Source: an optimization exercise on an open RTL-to-GDS flow (aim: small area). Production flows keep margins and buffers that such runs may drop. The RTL was checked by simulation tests, not by an equivalence proof against the original design. No activity file was given, so power comes from the tool's default toggle rates.

$ cat design/flow/config.mk
export PLATFORM = sky130hd
export DESIGN_NAME = pixel_generator
export DESIGN_NICKNAME = pixel_generator
export VERILOG_FILES = /design/flow/design.v
export SDC_FILE = /design/flow/constraint.sdc
export NUM_CORES = 4
export LEC_CHECK = 0
export CAP_MARGIN = 20
export CORE_MARGIN = 2
export CORE_UTILIZATION = 40
export PLACE_DENSITY = 0.6
export SLEW_MARGIN = 20
$ cat design/flow/constraint.sdc
create_clock -name core_clock -period 5.0 [get_ports {out_stream_aclk}]
set_input_delay 1.0000 -clock core_clock [delete_from_list [all_inputs] [get_ports {out_stream_aclk}]]
set_output_delay 1.0000 -clock core_clock [all_outputs]
set_load 0.01 [all_outputs]
$ cat design/flow/design.v
package pixgen_pkg;
    typedef enum logic [2:0] {
        wr_idle,
        wr_wait_data,
        wr_wait_addr,
        wr_write,
        wr_resp
    } axil_wr_state_e;
    typedef enum logic [1:0] {
        rd_idle,
        rd_fetch,
        rd_present
    } axil_rd_state_e;
    typedef enum logic [1:0] {
        axil_okay = 2'b00
    } axil_resp_e;
    typedef struct packed {
        logic run;
    } pixgen_ctrl_t;
    typedef struct packed {
        logic [5-1:0] x;
        logic [5-1:0] y;
        logic                   sof;
        logic                   eol;
    } raster_pix_t;
    typedef struct packed {
        logic [7:0] gray;
        logic       sof;
        logic       eol;
    } gray_pix_t;
endpackage
`timescale 1ns/1ns
module axil_regfile (
    input  logic                            out_stream_aclk,
    input  logic                            periph_resetn,
    input  logic [8-1:0]  s_axi_lite_awaddr,
    input  logic                            s_axi_lite_awvalid,
    output logic                            s_axi_lite_awready,
    input  logic [32-1:0]       s_axi_lite_wdata,
    input  logic                            s_axi_lite_wvalid,
    output logic                            s_axi_lite_wready,
    output logic                            s_axi_lite_bvalid,
    output pixgen_pkg::axil_resp_e          s_axi_lite_bresp,
    input  logic                            s_axi_lite_bready,
    input  logic [8-1:0]  s_axi_lite_araddr,
    input  logic                            s_axi_lite_arvalid,
    output logic                            s_axi_lite_arready,
    output logic                            s_axi_lite_rvalid,
    output logic [32-1:0]       s_axi_lite_rdata,
    output pixgen_pkg::axil_resp_e          s_axi_lite_rresp,
    input  logic                            s_axi_lite_rready,
    output pixgen_pkg::pixgen_ctrl_t        ctrl
);
    localparam int idx_w = $clog2(8);
    logic [32-1:0] regs [8];
    logic [idx_w-1:0]          wr_idx;
    logic [idx_w-1:0]          rd_idx;
    logic [32-1:0] wr_data;
    pixgen_pkg::axil_wr_state_e            wr_state;
    pixgen_pkg::axil_rd_state_e            rd_state;
    logic                      aw_fire;
    logic                      w_fire;
    logic                      ar_fire;
    assign aw_fire = s_axi_lite_awvalid && s_axi_lite_awready;
    assign w_fire  = s_axi_lite_wvalid && s_axi_lite_wready;
    assign ar_fire = s_axi_lite_arvalid && s_axi_lite_arready;
    always_ff @(posedge out_stream_aclk) begin
        if (!periph_resetn) begin
            wr_state <= pixgen_pkg::wr_idle;
        end else begin
            case (wr_state)
                pixgen_pkg::wr_idle: begin
                    case ({aw_fire, w_fire})
                        2'b11:   wr_state <= pixgen_pkg::wr_write;
                        2'b10:   wr_state <= pixgen_pkg::wr_wait_data;
                        2'b01:   wr_state <= pixgen_pkg::wr_wait_addr;
                        default: wr_state <= pixgen_pkg::wr_idle;
                    endcase
                end
                pixgen_pkg::wr_wait_data: begin
                    if (w_fire) begin
                        wr_state <= pixgen_pkg::wr_write;
                    end
                end
                pixgen_pkg::wr_wait_addr: begin
                    if (aw_fire) begin
                        wr_state <= pixgen_pkg::wr_write;
                    end
                end
                pixgen_pkg::wr_write: begin
                    wr_state <= pixgen_pkg::wr_resp;
                end
                pixgen_pkg::wr_resp: begin
                    if (s_axi_lite_bready) begin
                        wr_state <= pixgen_pkg::wr_idle;
                    end
                end
                default: begin
                    wr_state <= pixgen_pkg::wr_idle;
                end
            endcase
        end
    end
    always_ff @(posedge out_stream_aclk) begin
        if (aw_fire) begin
            wr_idx <= s_axi_lite_awaddr[2 +: idx_w];
        end
        if (w_fire) begin
            wr_data <= s_axi_lite_wdata;
        end
    end
    always_ff @(posedge out_stream_aclk) begin
        if (!periph_resetn) begin
            for (int i = 0; i < 8; i++) begin
                regs[i] <= '0;
            end
        end else if (wr_state == pixgen_pkg::wr_write) begin
            regs[wr_idx] <= wr_data;
        end
    end
    assign s_axi_lite_awready = (wr_state == pixgen_pkg::wr_idle) || (wr_state == pixgen_pkg::wr_wait_addr);
    assign s_axi_lite_wready  = (wr_state == pixgen_pkg::wr_idle) || (wr_state == pixgen_pkg::wr_wait_data);
    assign s_axi_lite_bvalid  = (wr_state == pixgen_pkg::wr_resp);
    assign s_axi_lite_bresp   = pixgen_pkg::axil_okay;
    always_ff @(posedge out_stream_aclk) begin
        if (!periph_resetn) begin
            rd_state <= pixgen_pkg::rd_idle;
        end else begin
            case (rd_state)
                pixgen_pkg::rd_idle: begin
                    if (ar_fire) begin
                        rd_state <= pixgen_pkg::rd_fetch;
                    end
                end
                pixgen_pkg::rd_fetch: begin
                    rd_state <= pixgen_pkg::rd_present;
                end
                pixgen_pkg::rd_present: begin
                    if (s_axi_lite_rready) begin
                        rd_state <= pixgen_pkg::rd_idle;
                    end
                end
                default: begin
                    rd_state <= pixgen_pkg::rd_idle;
                end
            endcase
        end
    end
    always_ff @(posedge out_stream_aclk) begin
        if (ar_fire) begin
            rd_idx <= s_axi_lite_araddr[2 +: idx_w];
        end
        if (rd_state == pixgen_pkg::rd_fetch) begin
            s_axi_lite_rdata <= regs[rd_idx];
        end
    end
    assign s_axi_lite_arready = (rd_state == pixgen_pkg::rd_idle);
    assign s_axi_lite_rvalid  = (rd_state == pixgen_pkg::rd_present);
    assign s_axi_lite_rresp   = pixgen_pkg::axil_okay;
    assign ctrl.run = regs[0][0];
endmodule
`timescale 1ns/1ns
module tile_raster (
    input  logic                       out_stream_aclk,
    input  logic                       periph_resetn,
    input  pixgen_pkg::pixgen_ctrl_t   ctrl,
    input  logic                       advance,
    output pixgen_pkg::raster_pix_t    pos,
    output logic                       pos_valid
);
    localparam logic [5-1:0] x_last = 5'(24 - 1);
    localparam logic [5-1:0] y_last = 5'(24 - 1);
    logic [5-1:0] x;
    logic [5-1:0] y;
    logic                   row_end;
    logic                   frame_end;
    assign row_end   = (x == x_last);
    assign frame_end = row_end && (y == y_last);
    always_ff @(posedge out_stream_aclk) begin
        if (!periph_resetn) begin
            x         <= '0;
            y         <= '0;
            pos_valid <= 1'b0;
        end else if (advance) begin
            if (pos_valid && !frame_end) begin
                if (row_end) begin
                    x <= '0;
                    y <= y + 1'b1;
                end else begin
                    x <= x + 1'b1;
                end
            end else begin
                x         <= '0;
                y         <= '0;
                pos_valid <= ctrl.run;
            end
        end
    end
    always_comb begin
        pos.x   = x;
        pos.y   = y;
        pos.sof = (x == '0) && (y == '0);
        pos.eol = row_end;
    end
endmodule
`timescale 1ns/1ns
module gradient_shader (
    input  logic                     out_stream_aclk,
    input  logic                     periph_resetn,
    input  pixgen_pkg::raster_pix_t  pos,
    input  logic                     pos_valid,
    input  logic                     advance,
    output pixgen_pkg::gray_pix_t    pix,
    output logic                     pix_valid
);
    logic [15:0] grad_half;
    always_comb begin
        case (pos.y)
            5'd0:  grad_half = 16'h3c00;
            5'd1:  grad_half = 16'h3bdc;
            5'd2:  grad_half = 16'h3bb8;
            5'd3:  grad_half = 16'h3b94;
            5'd4:  grad_half = 16'h3b70;
            5'd5:  grad_half = 16'h3b4c;
            5'd6:  grad_half = 16'h3b28;
            5'd7:  grad_half = 16'h3b04;
            5'd8:  grad_half = 16'h3ae0;
            5'd9:  grad_half = 16'h3abc;
            5'd10: grad_half = 16'h3a98;
            5'd11: grad_half = 16'h3a74;
            5'd12: grad_half = 16'h3a50;
            5'd13: grad_half = 16'h3a2c;
            5'd14: grad_half = 16'h3a08;
            5'd15: grad_half = 16'h39e4;
            5'd16: grad_half = 16'h39c0;
            5'd17: grad_half = 16'h399c;
            5'd18: grad_half = 16'h3978;
            5'd19: grad_half = 16'h3954;
            5'd20: grad_half = 16'h3930;
            5'd21: grad_half = 16'h390c;
            5'd22: grad_half = 16'h38e8;
            5'd23: grad_half = 16'h0000;
            default: grad_half = 16'h0000;
        endcase
    end
    logic [7:0] gray_next;
    function automatic logic [7:0] fp16_to_gray(input logic [15:0] h);
        logic [4:0]  expo;
        logic [18:0] prod;
        logic [18:0] shifted;
        expo    = h[14:10];
        prod    = {8'd0, 1'b1, h[9:0]} * 19'd255;
        shifted = '0;
        if (h[15] || (expo == 5'd0)) begin
            fp16_to_gray = 8'd0;
        end else if (expo >= 5'd15) begin
            fp16_to_gray = 8'hff;
        end else begin
            shifted      = prod >> (5'd25 - expo);
            fp16_to_gray = shifted[7:0];
        end
    endfunction
    assign gray_next = fp16_to_gray(grad_half);
    always_ff @(posedge out_stream_aclk) begin
        if (advance) begin
            pix.gray <= gray_next;
            pix.sof  <= pos.sof;
            pix.eol  <= pos.eol;
        end
    end
    always_ff @(posedge out_stream_aclk) begin
        if (!periph_resetn) begin
            pix_valid <= 1'b0;
        end else if (advance) begin
            pix_valid <= pos_valid;
        end
    end
endmodule
`timescale 1ns/1ns
module pixel_packer (
    input  logic                          out_stream_aclk,
    input  logic                          periph_resetn,
    input  pixgen_pkg::gray_pix_t         pix,
    input  logic                          pix_valid,
    output logic                          advance,
    output logic [32-1:0]     out_stream_tdata,
    output logic [32/8-1:0]   out_stream_tkeep,
    output logic                          out_stream_tlast,
    input  logic                          out_stream_tready,
    output logic                          out_stream_tvalid,
    output logic [0:0]                    out_stream_tuser
);
    assign advance = !out_stream_tvalid || out_stream_tready;
    assign out_stream_tkeep = '1;
    always_ff @(posedge out_stream_aclk) begin
        if (!periph_resetn) begin
            out_stream_tvalid <= 1'b0;
        end else if (advance) begin
            out_stream_tvalid <= pix_valid;
        end
    end
    always_ff @(posedge out_stream_aclk) begin
        if (advance) begin
            out_stream_tdata    <= {8'h00, pix.gray, pix.gray, pix.gray};
            out_stream_tlast    <= pix.eol;
            out_stream_tuser[0] <= pix.sof;
        end
    end
endmodule
`timescale 1ns/1ns
module pixel_generator (
    input  logic                            out_stream_aclk,
    input  logic                            periph_resetn,
    output logic [32-1:0]       out_stream_tdata,
    output logic [32/8-1:0]     out_stream_tkeep,
    output logic                            out_stream_tlast,
    input  logic                            out_stream_tready,
    output logic                            out_stream_tvalid,
    output logic [0:0]                      out_stream_tuser,
    input  logic [8-1:0]  s_axi_lite_araddr,
    output logic                            s_axi_lite_arready,
    input  logic                            s_axi_lite_arvalid,
    input  logic [8-1:0]  s_axi_lite_awaddr,
    output logic                            s_axi_lite_awready,
    input  logic                            s_axi_lite_awvalid,
    input  logic                            s_axi_lite_bready,
    output logic [1:0]                      s_axi_lite_bresp,
    output logic                            s_axi_lite_bvalid,
    output logic [32-1:0]       s_axi_lite_rdata,
    input  logic                            s_axi_lite_rready,
    output logic [1:0]                      s_axi_lite_rresp,
    output logic                            s_axi_lite_rvalid,
    input  logic [32-1:0]       s_axi_lite_wdata,
    output logic                            s_axi_lite_wready,
    input  logic                            s_axi_lite_wvalid
);
    pixgen_pkg::pixgen_ctrl_t ctrl;
    pixgen_pkg::raster_pix_t  pos;
    logic         pos_valid;
    pixgen_pkg::gray_pix_t    pix;
    logic         pix_valid;
    logic         advance;
    axil_regfile regs0 (
        .out_stream_aclk    (out_stream_aclk),
        .periph_resetn      (periph_resetn),
        .s_axi_lite_awaddr  (s_axi_lite_awaddr),
        .s_axi_lite_awvalid (s_axi_lite_awvalid),
        .s_axi_lite_awready (s_axi_lite_awready),
        .s_axi_lite_wdata   (s_axi_lite_wdata),
        .s_axi_lite_wvalid  (s_axi_lite_wvalid),
        .s_axi_lite_wready  (s_axi_lite_wready),
        .s_axi_lite_bvalid  (s_axi_lite_bvalid),
        .s_axi_lite_bresp   (s_axi_lite_bresp),
        .s_axi_lite_bready  (s_axi_lite_bready),
        .s_axi_lite_araddr  (s_axi_lite_araddr),
        .s_axi_lite_arvalid (s_axi_lite_arvalid),
        .s_axi_lite_arready (s_axi_lite_arready),
        .s_axi_lite_rvalid  (s_axi_lite_rvalid),
        .s_axi_lite_rdata   (s_axi_lite_rdata),
        .s_axi_lite_rresp   (s_axi_lite_rresp),
        .s_axi_lite_rready  (s_axi_lite_rready),
        .ctrl               (ctrl)
    );
    tile_raster raster0 (
        .out_stream_aclk (out_stream_aclk),
        .periph_resetn   (periph_resetn),
        .ctrl            (ctrl),
        .advance         (advance),
        .pos             (pos),
        .pos_valid       (pos_valid)
    );
    gradient_shader shader0 (
        .out_stream_aclk (out_stream_aclk),
        .periph_resetn   (periph_resetn),
        .pos             (pos),
        .pos_valid       (pos_valid),
        .advance         (advance),
        .pix             (pix),
        .pix_valid       (pix_valid)
    );
    pixel_packer packer0 (
        .out_stream_aclk   (out_stream_aclk),
        .periph_resetn     (periph_resetn),
        .pix               (pix),
        .pix_valid         (pix_valid),
        .advance           (advance),
        .out_stream_tdata  (out_stream_tdata),
        .out_stream_tkeep  (out_stream_tkeep),
        .out_stream_tlast  (out_stream_tlast),
        .out_stream_tready (out_stream_tready),
        .out_stream_tvalid (out_stream_tvalid),
        .out_stream_tuser  (out_stream_tuser)
    );
endmodule
$ cat design/flow/run.sh
#!/bin/bash
# synth_recipe.tcl (not shown) runs the flow's synth.tcl, then flattens the netlist and writes it again
# the make line also repeats each setting of config.mk as NAME=value (left out here)
make -C /OpenROAD-flow-scripts/flow DESIGN_CONFIG=/design/flow/config.mk WORK_HOME=/design/flow/orfs CLKGATE_MAP_FILE= SYNTH_SCRIPT=/design/flow/synth_recipe.tcl finish
==> results.txt <==
- Top Ports: 136
- Main synth FF type: edfxtp_1
- Worst hold-check path type: reg -> reg
- CTS tree: built
- Routed Antenna Nets: 0
- Via count: 9385
- Post-route DRC: 0
- Clock Path Buffers: 3
- Sequential area share after synthesis: 62.5%
- DP HPWL: 21900 um
- Setup TNS: 0 ns
- Share of cells above drive strength 1: 15.2%
- Chip width: 213 um
- Setup Buffers After CTS: 0
- Max IR drop VDD: 0.244 mV
- Clock skew: 0.0193 ns
- Crit Path Class: reg -> reg
- Worst-skew pair later-pin latency: 0.56 ns
- Fmax: 0.217 GHz
- GPL Wtd Cong: 0.784
- Crit end category: flip-flop
- Largest net degree at the start of global routing: 65
- GR Overflow Total: 0
- Post-Syn Instances: 1166
- Mapped Area: 17500 sq um
- RSZ-0062 raised after global routing: false
- CTS resizes: 0
- Max-Cap Viols: 0
- Synth async-reset ratio: 0%
- EDFF count, synth: 346
- Pwr Density: 334 nW/um^2
- Yosys reg bits: 374
- Syn_area_per_cell: 15.0 sq um
- Tcrit/Tclk final: 92.0%
- Distinct cells, synth: 57
- Die Area: 45500 sq um
- Row cnt: 76
- Vias/cell: 4.98
- Final WL: 37000 um
- First drt pass iteration count: 4
- H-Tree Depth: 2
- Fin crit period: 4.60 ns
- Total power: 6.84 mW
- Die Height: 213 um
- Initial antenna violation count: 0
- Cells on worst reg2reg path: 15
- Inserted Diodes: 0
- First-pass GRT wire length: 57800 um
- Run status: finished clean
- P_leak: 7.67 nW
- CP Data Arrival Time: 4.88 ns
- Clock Root Buffer: clkbuf_16
- Slew @ Worst Pin: 1.03 ns
- Overall Global Routing Usage: 17.1%
- CTS clk-pin slew, worst paths: 0.06 ns
- Final Hold Viols: 0
- Total CTS buffers: 41
- Worst-path fanout max: 5
- Core area: 43200 sq um
- Setup violators final: 0
- Synth Warn #: 4
- DR iter-0 viols: 688
- Vias in the first global route: 9707
- Total clock sinks: 374
- Area contributors post-synth: edfxtp_1, and2_1, mux4_2, fa_1, ha_1
- Final net count: 1406
- Post-synth top area share: 59.3%
- Worst Hold Depth: 0
- Layout area overhead: 17.2%
- Max-slew headroom: 31.3%
- Inst Count DP: 1816
- Count of input and output buffers: 109
- Initial core utilization: 40.6%
- Startpoint Class: flip-flop
- Max-slew violation count: 0
- Required time of the critical path: 5.28 ns
- Hold Buf Count CTS: 0
- DR WL/cell: 19.6 um
- Fin cells: 1886
- Synth area leader: edfxtp_1
state kept, by name, summed over array words and instances, names as in the netlist:
register,cells
regs0.wr_data,32
shader0.grad_half,10
packer0.out_stream_tuser,1
raster0.pos_valid,1
shader0.pix,10
regs0.wr_state,3
regs0.wr_idx,3
shader0.pix_valid,1
regs0.regs,256
regs0.rd_idx,3
packer0.out_stream_tvalid,1
regs0.s_axi_lite_rdata,32
regs0.rd_state,2
raster0.y,5
packer0.out_stream_tdata,8
packer0.out_stream_tlast,1
raster0.x,5
routing by layer:
layer  up-vias  GRT usage [%]  wire length [um]
met5         -              0                 0
met4         0           5.20               755
met3        52           2.66              1860
met2       229           28.1             18000
met1      4749           23.5             16400
li1       4355              -                 -
kinds of logic after synthesis:
| logic type | synth area share [%] |
|---|---|
| simple gates | 12.7 |
| mux | 10.4 |
| other cells | 0.0429 |
| fa+ha+maj | 6.76 |
| flops | 62.5 |
| compound gates | 2.89 |
| xor+xnor | 0.400 |
| buf+inv | 4.24 |
stage by stage:
step           worst slack [ns]  hold WS, ns  cell area [sq um]  utilization, %
2_1_floorplan             0.637        0.400              17600               -
3_3_place_gp              0.427        0.400              19300            44.7
3_5_place_dp              0.396        0.406              19300            44.7
4_1_cts                   0.362        0.416              20500            47.5
5_1_grt                  0.0115        0.421              20500            47.5
6_report                  0.399        0.415              20500            47.5
cell type report:
cell class,instances,area [sq um]
fill,3793,22700
sequential,374,11000
multi-input combinational,646,5970
timing repair buffer,135,1340
clock buffer,54,1120
tap,585,732
inverter,76,285
clock inverter,16,124
worst paths after layout:
path                                  endpoint                 start  slack (ns)
setup / recovery                shader0.pix[6]  shader0.grad_half[8]        0.40
hold / removal    packer0.out_stream_tdata[20]        shader0.pix[6]        0.42
setup reg to reg                shader0.pix[6]  shader0.grad_half[8]        0.40
hold reg to reg   packer0.out_stream_tdata[20]        shader0.pix[6]        0.42
cell usage after synthesis (5+ instances only):
| cell type | n |
|---|---|
| fa_1 | 31 |
| nand2b_1 | 6 |
| nor3_1 | 5 |
| o21ai_0 | 19 |
| mux4_2 | 64 |
| a21boi_0 | 12 |
| mux2_2 | 32 |
| edfxtp_1 | 346 |
| and2_1 | 265 |
| clkbuf_1 | 37 |
| nor2_1 | 26 |
| buf_4 | 34 |
| a21oi_1 | 14 |
| nand3_1 | 11 |
| ha_1 | 45 |
| nor2b_1 | 7 |
| dfxtp_1 | 28 |
| nand2_1 | 26 |
| buf_2 | 12 |
| inv_1 | 73 |
worst max-delay path: stages (launching register included):
cell and delay, ns:
dfxtp_1 0.47, inv_1 0.17, fa_1 0.54, fa_1 0.54, inv_1 0.05, fa_1 0.50, inv_1 0.05, fa_1 0.52
inv_1 0.04, ha_1 0.33, a21oi_1 0.16, nand3b_1 0.10, o211ai_1 0.38, a21boi_0 0.19, nor4_1 0.21, a311oi_1 0.08
report_power, final:
part	switching, mW	internal [mW]
logic	0.212	0.194
registers	0.0606	3.54
clock network	1.21	1.62
cells in the final DEF, fill, tap and decap left out, drive strengths merged, types with 5 or more instances in the layout:
master and n:
clkbuf 54, nor3 6, nor2 26, fa 31, buf 26, clkinv 14, nand2b 6, clkdlybuf4s50 109
conb 16, dfxtp 28, inv 77, o211ai 5, nand3 11, nand2 26, edfxtp 346, and2 265
mux2 32, nor2b 7, o21ai 20, a21boi 12, a21oi 14, mux4 64, ha 45

[static timing again, ports no longer ideal]
In the flow no input, the clock included, has a driving cell. The finished layout below was timed again as built, in two steps.
Step 1 (the two cells are an assumption about what drives the block):
set clk [get_ports {out_stream_aclk}]
set_driving_cell -lib_cell sky130_fd_sc_hd__clkbuf_16 $clk
set_driving_cell -lib_cell sky130_fd_sc_hd__buf_2 [delete_from_list [all_inputs] $clk]
Step 2 also shifts input and output timing later by t, the mid clock arrival at the registers, as if the neighbouring blocks saw the same clock.
Slacks: ideal ports / drivers / drivers and shift; pairs: ideal ports / drivers.
shift t [ns]: 0.606
setup slack, ns: 0.399 / 0.399 / 0.399
worst setup path at the end: register to register
clock arrival spread, ns: 0.022 / 0.022
pins driven straight from the clock port: 1
After both steps setup and hold are still met in this run. For this run, drivers alone change the setup slack by 0.000 ns; drivers and shift together by 0.000 ns.
